Background: an optimization exercise with open tools, aiming at small area, a short achievable clock period and few clock cycles per item. Do not read the settings as production practice. Only simulation tests tie the RTL to the original design; equivalence was not proved. Power figures rest on the tool's default switching activity, not on a simulated workload.

--- flow/run.sh ---
#!/bin/bash
# Standard layout, with repair_timing asked to leave extra setup slack so the
# layout runs faster than the 15 ns the clock allows (the SDC is unchanged),
# and clock tree synthesis without dummy balancing loads.
set -euo pipefail
bash standard.sh SETUP_SLACK_MARGIN=11 \
  "CTS_ARGS=-sink_clustering_enable -repair_clock_nets -sink_clustering_size 36 -sink_clustering_max_diameter 50 -dont_use_dummy_load" \
  finish > standard_flow.log 2>&1
--- standard.sh ---
#!/bin/bash
# synth_recipe.tcl (not shown) runs the flow's synth.tcl, then flattens the netlist and writes it again
# the make line also repeats each setting of config.mk as NAME=value (left out here)
make -C /OpenROAD-flow-scripts/flow DESIGN_CONFIG=/design/flow/config.mk WORK_HOME=/design/flow/orfs CLKGATE_MAP_FILE= SYNTH_SCRIPT=/design/flow/synth_recipe.tcl "${@:-finish}"
--- config.mk ---
export PLATFORM = sky130hd
export DESIGN_NAME = poolReluPE
export DESIGN_NICKNAME = poolReluPE
export VERILOG_FILES = /design/flow/design.v
export SDC_FILE = /design/flow/constraint.sdc
export NUM_CORES = 4
export LEC_CHECK = 0
export CAP_MARGIN = 20
export CORE_MARGIN = 2
export CORE_UTILIZATION = 65
export CTS_CLUSTER_DIAMETER = 60
export CTS_CLUSTER_SIZE = 28
export PLACE_DENSITY = 0.75
export SLEW_MARGIN = 20
--- design.v ---
package peTypes;
  localparam int dataWidth = 8;
  localparam int bufferDepth = 256;
  localparam int addressWidth = 8;
  localparam int requesterCount = 4;
  localparam logic [addressWidth-1:0] outputBase = 8'd128;
  localparam logic [dataWidth-1:0] opPool = 8'd2;
  localparam logic [dataWidth-1:0] opRelu = 8'd3;
  localparam int inputCredits = 2;
  localparam int outputCredits = 4;
  localparam logic signed [dataWidth-1:0] mostNegative = 8'sh80;
  typedef struct packed {
    logic valid;
    logic [dataWidth-1:0] data;
  } streamByte;
  typedef struct packed {
    logic valid;
    logic write;
    logic [addressWidth-1:0] address;
    logic [dataWidth-1:0] data;
  } bufferRequest;
  typedef struct packed {
    logic [7:0] opcode;
    logic [7:0] channels;
    logic [7:0] outRows;
    logic [7:0] outCols;
    logic [7:0] windowRows;
    logic [7:0] windowCols;
    logic [7:0] rowStride;
    logic [7:0] colStride;
    logic [15:0] inRows;
    logic [15:0] inCols;
    logic [15:0] inputSize;
    logic [15:0] outputSize;
  } layerConfig;
endpackage
`timescale 1ns/1ps
module poolReluPE (
  input logic clock,
  input logic reset,
  input logic inValid,
  input logic [7:0] inData,
  output logic inCredit,
  output logic outValid,
  output logic [7:0] outData,
  input logic outCreditReturn
);
  logic hv, tv;
  logic [7:0] hd, td;
  logic pop;
  logic [7:0] x;
  assign x = hd;
  always_ff @(posedge clock) begin
    if (reset) begin
      hv <= 1'b0;
      tv <= 1'b0;
      inCredit <= 1'b0;
    end else begin
      inCredit <= pop;
      if (pop) begin
        hv <= tv || inValid;
        tv <= tv && inValid;
      end else if (!hv) begin
        hv <= inValid;
      end else if (inValid) begin
        tv <= 1'b1;
      end
    end
  end
  always_ff @(posedge clock) begin
    if (pop) begin
      hd <= tv ? td : inData;
    end else if (!hv) begin
      hd <= inData;
    end
    if (inValid && (pop ? tv : hv)) begin
      td <= inData;
    end
  end
  typedef enum logic [1:0] {
    waitOpcode,
    readDims,
    streamData
  } parserState;
  parserState state;
  logic isRelu;
  logic [2:0] dimIndex;
  logic [6:0] oRM1, oCM1, wRM1, wCM1, sRM1, sCM1;
  logic fast;
  logic lastDim;
  logic [6:0] xM1;
  assign xM1 = 7'(x - 8'd1);
  assign lastDim = isRelu ? dimIndex == 3'd2 : dimIndex == 3'd6;
  logic [6:0] rLoLeft, rHiLeft, rPd, rCd;
  logic [6:0] cLo, cHi, cPd, cCd;
  logic rOpen, cOpen;
  logic [6:0] chanLeft;
  logic [5:0] rowBase;
  logic slotLo, slotHi;
  logic rowOpens, rowCloses, rowCovered, rowEnd;
  logic colOpens, colCloses, colCovered, colEnd;
  logic chanEnd;
  assign rowOpens = rOpen;
  assign rowCloses = rCd == 7'd0;
  assign rowCovered = rLoLeft >= rHiLeft;
  assign rowEnd = rowCloses && rLoLeft == 7'd0;
  assign colOpens = cOpen;
  assign colCloses = cCd == 7'd0;
  assign colCovered = cLo <= cHi;
  assign colEnd = colCloses && cLo == oCM1;
  assign chanEnd = chanLeft == 7'd0;
  logic signed [7:0] acc [2];
  logic signed [7:0] accMax [2];
  logic signed [7:0] hval;
  logic signed [7:0] xs;
  assign xs = (isRelu && x[7]) ? 8'sd0 : x;
  always_comb begin
    for (int j = 0; j < 2; j++) begin
      accMax[j] = (xs > acc[j]) ? xs : acc[j];
    end
  end
  assign hval = (wCM1 == 7'd0) ? xs : accMax[slotLo];
  logic [5:0] pk;           
  logic [6:0] pc;
  logic slowLastPc;
  logic wantItem;
  logic byteDone;
  logic loadItem;
  logic aReady;
  logic dataByte;
  assign pc = fast ? cLo : cLo + 7'(pk);
  assign slowLastPc = pc == cHi;
  assign dataByte = state == streamData && hv;
  assign wantItem = rowCovered && (fast ? colCloses : colCovered);
  assign loadItem = dataByte && wantItem && aReady;
  assign byteDone = !wantItem || (aReady && (fast || slowLastPc));
  assign pop = hv && (state != streamData || byteDone);
  logic aV;
  logic signed [7:0] aVal;
  logic [5:0] aAddr;
  logic [5:0] aCnt;
  logic aFirst;
  logic aLast;
  logic aGo;
  logic bV;
  logic signed [7:0] bVal;
  logic signed [7:0] bOld;
  logic [5:0] bAddr;
  logic bFirst;
  logic bLast;
  logic bGo;
  logic bWrite;
  logic signed [7:0] newv;
  logic [2:0] credits;
  logic signed [7:0] mem [64];
  logic signed [7:0] rdData;
  always_comb begin
    rdData = '0;
    for (int i = 0; i < 64; i++) begin
      rdData = rdData | (mem[i] & {8{aAddr == 6'(i)}});
    end
  end
  assign bGo = bV && (!bLast || credits != 3'd0);
  assign bWrite = bGo && !bLast;
  assign aGo = aV && (!bV || bGo);
  assign aReady = !aV || (aGo && aCnt == 6'd0);
  always_ff @(posedge clock) begin
    if (reset) begin
      aV <= 1'b0;
    end else if (loadItem) begin
      aV <= 1'b1;
    end else if (aGo && aCnt == 6'd0) begin
      aV <= 1'b0;
    end
  end
  always_ff @(posedge clock) begin
    if (loadItem) begin
      aVal <= fast ? hval : xs;
      aAddr <= rowBase + pc[5:0];
      aCnt <= 6'(rLoLeft - rHiLeft);
      aFirst <= rowOpens && (fast || (slowLastPc && colOpens));
      aLast <= rowCloses && (fast || (pk == 6'd0 && colCloses));
    end else if (aGo) begin
      aCnt <= aCnt - 6'd1;
      aAddr <= aAddr + oCM1[5:0] + 6'd1;
      aLast <= 1'b0;
    end
  end
  assign newv = bFirst ? bVal : ((bVal > bOld) ? bVal : bOld);
  always_ff @(posedge clock) begin
    if (reset) begin
      bV <= 1'b0;
    end else if (aGo) begin
      bV <= 1'b1;
    end else if (bGo) begin
      bV <= 1'b0;
    end
  end
  always_ff @(posedge clock) begin
    if (aGo) begin
      bVal <= aVal;
      bAddr <= aAddr;
      bFirst <= aFirst && aCnt == 6'd0;
      bLast <= aLast;
      bOld <= (bWrite && bAddr == aAddr) ? newv : rdData;
    end
  end
  always_ff @(posedge clock) begin
    if (bWrite) mem[bAddr] <= newv;
  end
  always_ff @(posedge clock) begin
    outData <= newv;
  end
  always_ff @(posedge clock) begin
    if (reset) begin
      outValid <= 1'b0;
      credits <= 3'd4;
    end else begin
      outValid <= bGo && bLast;
      credits <= credits - 3'(bGo && bLast) + 3'(outCreditReturn);
    end
  end
  always_ff @(posedge clock) begin
    if (reset) begin
      state <= waitOpcode;
    end else if (pop) begin
      case (state)
        waitOpcode: begin
          if (x == 8'd2 || x == 8'd3) state <= readDims;
        end
        readDims: begin
          if (lastDim) state <= streamData;
        end
        default: begin
          if (colEnd && rowEnd && chanEnd) state <= waitOpcode;
        end
      endcase
    end
  end
  always_ff @(posedge clock) begin
    if (pop && state == waitOpcode) begin
      isRelu <= x[0];
      dimIndex <= 3'd0;
      wRM1 <= 7'd0;
      wCM1 <= 7'd0;
      sRM1 <= 7'd0;
      sCM1 <= 7'd0;
      fast <= 1'b1;
    end
    if (pop && state == readDims) begin
      dimIndex <= dimIndex + 3'd1;
      if (isRelu) begin
        case (dimIndex)
          3'd0: oRM1 <= xM1;
          3'd1: oCM1 <= xM1;
          default: ;
        endcase
      end else begin
        case (dimIndex)
          3'd0: ;
          3'd1: oRM1 <= xM1;
          3'd2: oCM1 <= xM1;
          3'd3: wRM1 <= xM1;
          3'd4: begin
            wCM1 <= xM1;
            fast <= x <= 8'd3;
          end
          3'd5: sRM1 <= xM1;
          default: sCM1 <= xM1;
        endcase
      end
    end
  end
  always_ff @(posedge clock) begin
    if (pop && state == readDims && (isRelu ? dimIndex == 3'd2 : dimIndex == 3'd0)) begin
      chanLeft <= xM1;
    end else if (pop && state == streamData && colEnd && rowEnd) begin
      chanLeft <= chanLeft - 7'd1;
    end
  end
  always_ff @(posedge clock) begin
    if ((pop && state == readDims && lastDim) ||
        (pop && state == streamData && colEnd && rowEnd)) begin
      rLoLeft <= oRM1;
      rHiLeft <= oRM1;
      rOpen <= 1'b1;
      rPd <= sRM1;
      rCd <= wRM1;
      rowBase <= 6'd0;
    end else if (pop && state == streamData && colEnd) begin
      if (rPd == 7'd0 && rHiLeft != 7'd0) begin
        rHiLeft <= rHiLeft - 7'd1;
        rOpen <= 1'b1;
        rPd <= sRM1;
      end else begin
        rOpen <= 1'b0;
        rPd <= rPd - 7'd1;
      end
      if (rowCloses) begin
        rLoLeft <= rLoLeft - 7'd1;
        rCd <= sRM1;
        rowBase <= rowBase + oCM1[5:0] + 6'd1;
      end else begin
        rCd <= rCd - 7'd1;
      end
    end
  end
  always_ff @(posedge clock) begin
    if ((pop && state == readDims && lastDim) || (pop && state == streamData && colEnd)) begin
      cLo <= 7'd0;
      cHi <= 7'd0;
      cOpen <= 1'b1;
      cPd <= (state == readDims) ? (isRelu ? 7'd0 : xM1) : sCM1;
      cCd <= wCM1;
      slotLo <= 1'b0;
      slotHi <= 1'b0;
    end else if (pop && state == streamData) begin
      if (cPd == 7'd0 && cHi != oCM1) begin
        cHi <= cHi + 7'd1;
        cOpen <= 1'b1;
        cPd <= sCM1;
        slotHi <= !slotHi;
      end else begin
        cOpen <= 1'b0;
        cPd <= cPd - 7'd1;
      end
      if (colCloses) begin
        cLo <= cLo + 7'd1;
        cCd <= sCM1;
        slotLo <= !slotLo;
      end else begin
        cCd <= cCd - 7'd1;
      end
    end
  end
  always_ff @(posedge clock) begin
    if (reset || pop) begin
      pk <= 6'd0;
    end else if (loadItem) begin
      pk <= pk + 6'd1;
    end
  end
  always_ff @(posedge clock) begin
    if (dataByte && byteDone) begin
      for (int j = 0; j < 2; j++) begin
        acc[j] <= (colOpens && slotHi == 1'(j)) ? xs : accMax[j];
      end
    end
  end
endmodule
--- constraint.sdc ---
create_clock -name core_clock -period 15.0 [get_ports {clock}]
set_input_delay 3.0000 -clock core_clock [delete_from_list [all_inputs] [get_ports {clock}]]
set_output_delay 3.0000 -clock core_clock [all_outputs]
set_load 0.01 [all_outputs]
==> summary.txt, run 1 <==
Run status:
- The flow ran to the end and the layout has no timing, DRC or antenna violations.

Critical path:
- Counting both buffers and inverters, the worst setup path holds a total of 1.
- By startpoint and endpoint, the worst setup path is classified as reg -> out.
- The end of the worst register-to-register path is bOld[5].
- The length in cells of the worst reg-to-reg path is 8.
- In this run the critical register-to-register path is launched from aAddr[1].
- The critical path startpoint category is a register.
- STA puts the critical path data arrival time at 1.06 ns.
- The worst reg-to-reg setup slack is 10.98 ns.
- Data on the critical path is required at its endpoint by 12.00 ns.
- The largest incremental delay on the critical path is roughly 0.31 ns.
- STA classifies the critical path endpoint as an output pin.
- For this design, the slowest cell found on the critical path is sky130_fd_sc_hd__dfxtp_1.
- The maximum fanout encountered on the critical timing path is 1.
- Traced cell by cell, the critical path runs through buf_2.
- In this design, the largest share of critical-path delay is due to flip-flops.

STA:
- The number of slew-limit violations in the final report came to 0.
- Setup repair after global routing could not meet its margin everywhere.
- On the final layout, the worst clock skew is 0.09108 ns.
- For the finished layout, the period the worst path requires is around 4.1 ns.
- The slew at the pin closest to its max-slew limit is around 1.3 ns.
- The maximum frequency from static timing analysis is 246.3 MHz.
- The worst pin sits at a relative slew slack of 14.41%.
- The number of setup violations in the final report is 0.
- The final count of hold timing violations is 0.
- Adding up every negative setup slack in the final design gives 0 ns.
- On the final layout, the worst hold slack is between 0.3 and 0.4 ns.
- Dividing the final minimum period by the clock period gives 27.07%.

Route:
- Summing over every cut layer, the via total after detailed routing is between 20,000 and 25,000.
- Dividing the detail-routed wire length by the instance count gives 33.05 um.
- After detailed routing, the number of remaining DRC violations is 0.
- The first routing iteration left 3,328 violations.
- The count of antenna-violating nets left after detailed routing is 0.
- The first TritonRoute pass finished after 6 iterations.
- The via count normalized by instance count is 7.159.
- The wire length after detailed routing is slightly above 100,000 um.

Clock tree:
- The clock tree root driver cell is sky130_fd_sc_hd__clkbuf_16.
- The clock tree from TritonCTS is yes.
- The CTS clock-pin slew for the worst setup and hold paths is around 0.070 ns.
- The number of buffers created by CTS is ~60.
- The H-tree depth is 2.
- In this run the deepest clock path goes through 3 buffers.
- Counting every sink on the clock net gives 735.
- The clock reaches the later pin of the worst-skew pair after 0.67 ns.

Power and ir drop:
- The switching power summed over all nets is roughly 0.7 mW.
- Net switching is 19.38% of the power.
- The clock power share is about 38%.
- The static leakage is about 12 nW.
- The power per cell area is 102.3 nW/um^2.
- Per report_power, the sequential group accounts for 61.2% of the total.
- The part of the total power dissipated in combinational logic is 1.4%.
- The worst-case IR drop observed on VDD is 93.31 uV.
- Internal power comes to 2.907 mW.

Logic synthesis:
- The dominant synthesized flop cell is sky130_fd_sc_hd__edfxtp_1.
- The area share of the largest cell type after synthesis is 61.46%.
- The number of distinct library cells after synthesis is 79.
- The synthesized netlist cell count is around 2,400.
- The net count after synthesis is 2,493.
- The sequential area share after synthesis is 66.32%.
- The commonest cells after synthesis are 657 x sky130_fd_sc_hd__edfxtp_1, 164 x sky130_fd_sc_hd__nor2_1, 141 x sky130_fd_sc_hd__a22oi_1, 115 x sky130_fd_sc_hd__nand2_1, 114 x sky130_fd_sc_hd__inv_1.
- Yosys mapped a number of flops with a built-in enable equal to around 660.
- Synthesis inferred 735 register bits.
- The mean area per synthesized cell is 13.43 um^2.
- During synthesis, Yosys emitted a total of 3 warnings.
- Ranked by total cell area, the synthesized netlist is headed by sky130_fd_sc_hd__edfxtp_1 61%, sky130_fd_sc_hd__dfxtp_1 4.9%, sky130_fd_sc_hd__a22oi_1 3.3%, sky130_fd_sc_hd__ha_1 3.3%, sky130_fd_sc_hd__nor2_1 1.9%.
- In the post-synthesis netlist, the cell with the most instances is sky130_fd_sc_hd__edfxtp_1.
- In the synthesized netlist the async set-or-reset flop fraction comes to 0%.
- The area of the mapped netlist is 32,100 um^2.
- The biggest area contributor in the post-synthesis netlist is sky130_fd_sc_hd__edfxtp_1.

Placed design:
- The global placement routability congestion is 1.006.
- The estimated wirelength of the detail-placed design is ~69,000 um.
- The post-placement cell count is 3,049.
- Port buffering added 21 buffers.

Floorplanning:
- In this run the horizontal extent of the chip is 226.2 um.
- The initial utilization of the core area, before any placement, comes to between 60 and 70%.
- The floorplan step defined a die boundary enclosing 51,180 um^2.
- The floorplan step set the die height to 226.2 um.
- The placeable core region is 48,850 um^2.
- The count of pins on the block boundary is 22.
- The count of standard-cell rows is 81.

Final layout:
- The area growth from synthesis to layout is 9.810%.
- The number of standard cells in the layout, taps in and fillers out is 3,122.
- The post-route netlist has ~11% of its cells at a drive strength greater than 1.
- The net count of the finished layout is 2,559.

Hold path:
- The startpoint of the tightest hold check path is aLast.
- The hold-critical path depth is 0.
- The min-delay analysis places its worst path in the category reg -> reg.
- For hold timing, the worst endpoint is bLast.

Global routing:
- The first global-routing pass estimated roughly 150,000 um of wire.
- Across every metal layer, demand over resource in global routing totals 40.93%.
- The initial antenna violation count is 3.
- After global routing the overflow that remains totals 0.
- The via count of the first global-routing pass was between 20,000 and 25,000.
- The largest net degree at the start of global routing is between 60 and 70.

Run:
- The count of maximum capacitance violations is 0.
repair_timing:
action                                  CTS  global route
resized for setup                        54            20
cloned                                    2             0
hold buffers                              0             0
endpoints found under the setup margin  127           110
buffers inserted                          5             2
pin swaps                                 5             6
metrics by stage:
step / setup WS [ns] / utilization [%] / area, um^2 / power [mW]
2_1_floorplan: 9.898 / - / 32100 / 2.278
6_report: 10.94 / 72.16 / 35250 / 3.606
4_1_cts: 10.92 / 71.87 / 35110 / 3.598
3_3_place_gp: 10.21 / 68.62 / 33520 / 2.297
5_1_grt: 10.91 / 72.15 / 35250 / 3.669
3_5_place_dp: 10.11 / 68.65 / 33530 / 2.298
worst max-delay path by stage:
stage	slack, ns	start	endpoint	cells past startpoint
4_1_cts	10.92	cLo[0]	acc[0][5]	10
3_5_place_dp	10.11	cLo[0]	rHiLeft[0]	11
5_1_grt	10.91	outData[7]	outData[7]	1
3_3_place_gp	10.21	cLo[0]	rHiLeft[0]	11
2_1_floorplan	9.90	bVal[1]	mem[0][1]	8
6_report	10.94	outData[7]	outData[7]	1
cells in the final DEF (no fill, tap or decap), types with 34 or more instances in the layout:
master | synthesis | layout
sky130_fd_sc_hd__ha_1 | 84 | 83
sky130_fd_sc_hd__nand3_1 | 77 | 76
sky130_fd_sc_hd__inv_1 | 114 | 112
sky130_fd_sc_hd__clkbuf_16 | 0 | 59
sky130_fd_sc_hd__a22oi_1 | 141 | 141
sky130_fd_sc_hd__o21ai_0 | 88 | 86
sky130_fd_sc_hd__a21oi_1 | 70 | 70
sky130_fd_sc_hd__xnor2_1 | 58 | 57
sky130_fd_sc_hd__edfxtp_1 | 657 | 657
sky130_fd_sc_hd__mux2_2 | 34 | 34
sky130_fd_sc_hd__dfxtp_1 | 78 | 74
sky130_fd_sc_hd__nand2_1 | 115 | 112
sky130_fd_sc_hd__nand4_1 | 49 | 49
sky130_fd_sc_hd__xor2_1 | 35 | 35
sky130_fd_sc_hd__buf_4 | 2 | 89
sky130_fd_sc_hd__nor3_1 | 52 | 50
sky130_fd_sc_hd__a32oi_1 | 51 | 51
sky130_fd_sc_hd__mux2i_1 | 54 | 54
sky130_fd_sc_hd__nor2_1 | 164 | 154
sequential cells by signal (all words and copies together), names as in the netlist, 8 cells and up:
signal   cells
bVal         8
td           8
hd           8
mem        512
bOld         8
outData      8
aVal         8
acc         16
layer usage:
layer  GRT usage (%)  up-vias  share of wire (%)
met5               0        -              0.026
met4           29.01        4                8.2
met3           10.97      400                 13
met2           62.49     1680                 45
met1           50.97    10910                 34
li1                -     9359                  -
cell type report:
class	count	area, um^2
diodes	3	7.507
repair buffers	116	968.4
flip-flops and latches	735	21300
inverters	114	431.7
multi-input cells	1431	10240
fillers	3253	13600
well taps	664	830.8
clock buffers	59	1476
logic make-up (layout without fill, tap and decap cells):
family,count (synthesis),after routing,share of synthesized area [%]
adder cells (fa/ha/maj),90,90,3.648
other,0,3,0
AO/OA/AOI/OAI,510,511,11.35
flip-flops,735,735,66.32
XOR/XNOR,93,93,2.537
buffers and inverters,226,289,2.759
AND/OR/NAND/NOR,644,644,10.33
multiplexers,93,93,3.052
power groups by stage:
stage	Sequential [mW]	Combinational, mW	Clock [mW]
2_1_floorplan	2.25	0.0304	0
3_3_place_gp	2.25	0.0459	0
3_5_place_dp	2.25	0.0471	0
4_1_cts	2.21	0.0490	1.34
5_1_grt	2.20	0.0536	1.41
6_report	2.21	0.0497	1.35
Testbench counts, summed over its fixed seeds: cycles 9,996, outputs 4,525.
==> run 2: changes to the inputs <==
--- a/flow/run.sh
+++ b/flow/run.sh
@@ -5,4 +5,4 @@
 set -euo pipefail
 bash standard.sh SETUP_SLACK_MARGIN=11 \
-  "CTS_ARGS=-sink_clustering_enable -repair_clock_nets -sink_clustering_size 36 -sink_clustering_max_diameter 50 -dont_use_dummy_load" \
+  "CTS_ARGS=-sink_clustering_enable -repair_clock_nets -sink_clustering_size 28 -sink_clustering_max_diameter 60 -dont_use_dummy_load -sink_clustering_levels 1" \
   finish > standard_flow.log 2>&1
==> summary.txt, run 2 <==
STA:
- The slew at the pin closest to its max-slew limit was 1.350 ns (+0.07076 ns).
- The shortest clock period the worst path allows after layout is 4.026 ns (-0.03450 ns).
- The worst clock skew is 0.04991 ns (-0.04116 ns).
- Setup repair after global routing could not meet its margin everywhere.
- The part of the cycle the worst path needs is 26.84% (-0.23 points).
- The final count of hold timing violations is 0 (unchanged).
- The number of slew-limit violations in the final report was 0 (unchanged).
- The number of setup violations in the final report came to 0 (unchanged).
- The final sum of negative setup slack was 0 ns (unchanged).
- The headroom to the max-slew limit is 9.677% (-4.7 points).
- The maximum frequency from static timing analysis came to 248.4 MHz (+0.86%).

Logic synthesis:
- In the synthesized netlist, the cells that appear most often are 657 x sky130_fd_sc_hd__edfxtp_1, 164 x sky130_fd_sc_hd__nor2_1, 141 x sky130_fd_sc_hd__a22oi_1, 115 x sky130_fd_sc_hd__nand2_1, 114 x sky130_fd_sc_hd__inv_1.
- By area the synthesized netlist is led by sky130_fd_sc_hd__edfxtp_1 61%, sky130_fd_sc_hd__dfxtp_1 4.9%, sky130_fd_sc_hd__a22oi_1 3.3%, sky130_fd_sc_hd__ha_1 3.3%, sky130_fd_sc_hd__nor2_1 1.9%.
- The net count after synthesis is 2,493 (unchanged).
- The number of distinct library cells after synthesis is 79 (unchanged).
- The most frequently used cell type in the post-synthesis netlist is sky130_fd_sc_hd__edfxtp_1.
- The yosys synthesis warning count came to 3 (unchanged).
- The sequential area share after synthesis is 66.32% (unchanged).
- The dominant synthesized flop cell is sky130_fd_sc_hd__edfxtp_1.
- The area share of the largest cell type after synthesis is 61.46% (unchanged).
- The synthesized netlist cell count is 2,391 (unchanged).
- The number of enable-type register cells in the synthesized netlist is 657 (unchanged).
- The number of flip-flops and latches in the synthesized netlist is 735 (unchanged).
- The area of the mapped netlist is 32,100 um^2 (unchanged).
- The share of async-settable or async-resettable flops after synthesis is 0% (unchanged).
- The synthesized design spends more area on one cell type than any other, namely sky130_fd_sc_hd__edfxtp_1.
- The mean area per synthesized cell was 13.43 um^2 (unchanged).

Power and ir drop:
- The cell-internal power was 2.751 mW (-5.4%).
- The clock power share is 34.0% (-3.5 points).
- The switching fraction of total power came to 19.42% (+0.036 points).
- The switching power summed over all nets was 0.6629 mW (-5.1%).
- The total power after layout is 3.414 mW (-5.3%).
- The worst-case vdd ir drop is 100.3 uV (+7.5%).
- The power share of the sequential group is 64.6% (+3.4 points).
- The part of the total power dissipated in combinational logic is 1.5% (about the same).
- The static leakage is 11.70 nW (-1.5%).
- The power per cell area was 97.82 nW/um^2 (-4.4%).

Critical path:
- On the critical path, the stage with the largest delay is an instance of sky130_fd_sc_hd__dfxtp_1.
- The largest incremental delay on the critical path is 0.32 ns (about the same).
- The signal on the critical path passes through buf_2.
- The critical path is of the reg -> out type.
- The signal arrival time at the worst endpoint is 1.03 ns (-0.03 ns).
- The gate family responsible for the most delay along the worst path is flip-flops.
- The endpoint class of the critical path is an output pin.
- The required time reported for the critical path endpoint is 12.00 ns (about the same).
- The worst setup path is launched from a register.
- The combined buffer and inverter count along the critical path is 1 (unchanged).
- The maximum fanout encountered on the critical timing path is 1 (unchanged).

Clock tree:
- The H-tree depth is 2 (unchanged).
- The clock insertion delay at the later pin of the skew report is 0.62 ns (-0.05 ns).
- The clock tree root driver cell is sky130_fd_sc_hd__clkbuf_16.
- The maximum clock insertion buffer count is 3 (unchanged).
- The CTS clock-pin slew for the worst setup and hold paths is 0.08 ns (about the same).
- The number of buffers created by CTS is 45 (-24%).
- The number of clock sinks seen by CTS is 735 (unchanged).
- TritonCTS built the clock tree.

Final layout:
- Compared with the post-synthesis result, the final layout area differs by 8.715%.
- The storage element area was 21,300 um^2 (unchanged).
- The number of flip-flops in the largest register is 512 (unchanged).
- The layout cell share with drive strength beyond 1 came to 10.39% (-0.48 points).
- The largest registers in the layout are mem: 512 flops, acc: 16 flops.
- The register ranked first by flip-flop count is mem.
- The leading cell type in the layout, fill and taps excluded is sky130_fd_sc_hd__edfxtp_1.
- The number of nets at the end of the flow is 2,548 (-0.43%).
- The top cell types in the final layout, fill and taps aside, are 657 x sky130_fd_sc_hd__edfxtp_1, 152 x sky130_fd_sc_hd__nor2_1, 141 x sky130_fd_sc_hd__a22oi_1.
- The combined area of the multi-input logic cells is 10,220 um^2 (-0.18%).
- The fill cell total of the finished layout is 3,333 (+2.5%).

Placed design:
- The global placement routability congestion is 1.006 (unchanged).
- The number of port buffers is 21 (unchanged).
- The estimated wirelength of the detail-placed design is 69,190 um (unchanged).

Global routing:
- The remaining global-route overflow came to 0 (unchanged).
- The via count of the first global-routing pass is 21,270 (-0.79%).
- The wire length of the first global-routing pass is 145,300 um (-0.50%).
- The initial antenna violation count is 7 (+4).
- The total track usage is 40.72% (-0.21 points).
- The largest net degree at the start of global routing is 66 (unchanged).

Route:
- The number of DRC markers after the initial detailed-route iteration is 3,325 (-0.090%).
- The detailed-route via count is 22,200 (-0.67%).
- The count of antenna-violating nets left after detailed routing came to 0 (unchanged).
- The count of unresolved DRC violations after routing is 0 (unchanged).
- The first-pass iteration count of the detailed router is 7 (+1).
- The via count normalized by instance count is 7.132 (-0.38%).
- The wire length after detailed routing is 102,700 um (-0.47%).
- The routed length per instance is 32.99 um (-0.19%).

Floorplanning:
- The floorplan die area was 51,180 um^2 (unchanged).
- The count of pins on the block boundary is 22 (unchanged).
- The starting density of the core is 65.72% (unchanged).
- The placeable core region is 48,850 um^2 (unchanged).
- The overall die width came to 226.2 um (unchanged).
- The height of the die was 226.2 um (unchanged).
- The count of standard-cell rows is 81 (unchanged).

Hold path:
- In this run the worst hold path is classified as reg -> reg.

Run status:
- The run finished with no timing, DRC or antenna violations.

Run:
- The count of maximum capacitance violations came to 0 (unchanged).
## run 2: cell count changes in the layout (fill, tap and decap cells not counted), sizes merged
| cell | before | now |
|---|---|---|
| clkbuf | 59 | 45 |
| buf | 104 | 107 |
| diode | 3 | 5 |
| clkdlybuf4s50 | 10 | 11 |
| dlymetal6s2s | 1 | 0 |
## run 2: logic make-up after synthesis
| kind of cell | synth area share [%] |
|---|---|
| buffers and inverters | 2.759 |
| AND/OR/NAND/NOR | 10.33 |
| XOR/XNOR | 2.537 |
| adder cells (fa/ha/maj) | 3.648 |
| flip-flops | 66.32 |
| multiplexers | 3.052 |
| AO/OA/AOI/OAI | 11.35 |
## run 2: final cells by class
type                            count  share of cell area (%)
Sequential cell                   735                   61.02
Tap cell                          664                   2.381
Timing Repair Buffer              119                   2.811
Multi-Input combinational cell   1431                   29.29
Antenna cell                        5                 0.03585
Inverter                          114                   1.237
Clock buffer                       45                   3.227
## run 2: through the flow
| stage | hold WS [ns] | setup slack, ns | utilization, % | instance area [um^2] | instances |
|---|---|---|---|---|---|
| 2_1_floorplan | 0.4003 | 9.898 | - | 32100 | 2391 |
| 3_3_place_gp | 0.4082 | 10.21 | 68.62 | 33520 | 3049 |
| 3_5_place_dp | 0.4080 | 10.11 | 68.65 | 33530 | 3049 |
| 4_1_cts | 0.4152 | 10.95 | 71.17 | 34770 | 3102 |
| 5_1_grt | 0.4351 | 10.95 | 71.42 | 34890 | 3108 |
| 6_report | 0.4187 | 10.97 | 71.44 | 34900 | 3113 |
## run 2: power by group through the flow
stage / clock network (mW) / logic [mW] / registers, mW
6_report: 1.16 / 0.0500 / 2.20
5_1_grt: 1.22 / 0.0541 / 2.20
4_1_cts: 1.16 / 0.0492 / 2.20
3_5_place_dp: 0 / 0.0471 / 2.25
3_3_place_gp: 0 / 0.0459 / 2.25
2_1_floorplan: 0 / 0.0304 / 2.25
## run 2: final timing paths
check                           startpoint         end  slack (ns)  depth (start not counted)
worst min register to register       aLast       bLast        0.42                          0
worst max register to register    aAddr[1]     bOld[5]       11.03                          8
worst max-delay path            outData[0]  outData[0]       10.97                          1
worst min-delay path                 aLast       bLast        0.42                          0
## run 2: timing repair
item                       4_1_cts  5_1_grt
setup buffers                    6        6
hold buffers                     0        0
gates cloned                     2        0
pin swaps                        2        5
setup endpoints to repair      134       94
resized for setup               56       15
## run 2: per-layer routing
metal  up-vias  track usage (%)  part of all wire [%]  wire length (um)
met3       422            11.45                    13             13350
li1       9378                -                     -                 -
met4         8            28.50                   8.7              8941
met2      1650            61.49                    44             45590
met1     10740            51.09                    34             34760
met5         -                0                 0.055                56

## static timing again, ports no longer ideal
No port has a modelled driver above. Below, the same layouts with a new extraction and two added sets of constraints.
Step 1 (the two cells are an assumption about what drives the block):
set clk [get_ports {clock}]
set_driving_cell -lib_cell sky130_fd_sc_hd__clkbuf_16 $clk
set_driving_cell -lib_cell sky130_fd_sc_hd__buf_2 [delete_from_list [all_inputs] $clk]
Step 2, shift: input delay + t, output delay - t, t = (earliest + latest rising clock arrival at the registers) / 2. This alone moves slack from input paths to output paths.
Three values: ideal, step 1, step 2; two values: the first two.
| run | shift t [ns] | slack for setup (ns) | latest minus earliest clock arrival (ns) | worst register clock-pin slew, ns |
|---|---|---|---|---|
| run 1 | 0.683 | 10.940 / 10.880 / 10.463 | 0.101 / 0.101 | 0.10 / 0.10 |
| run 2 | 0.657 | 10.974 / 10.916 / 10.417 | 0.051 / 0.051 | 0.10 / 0.10 |
After both steps every run listed still meets setup and hold. The setup slack of run 2, which loses most, moves by -0.058 ns with the drivers and by -0.557 ns with both steps.
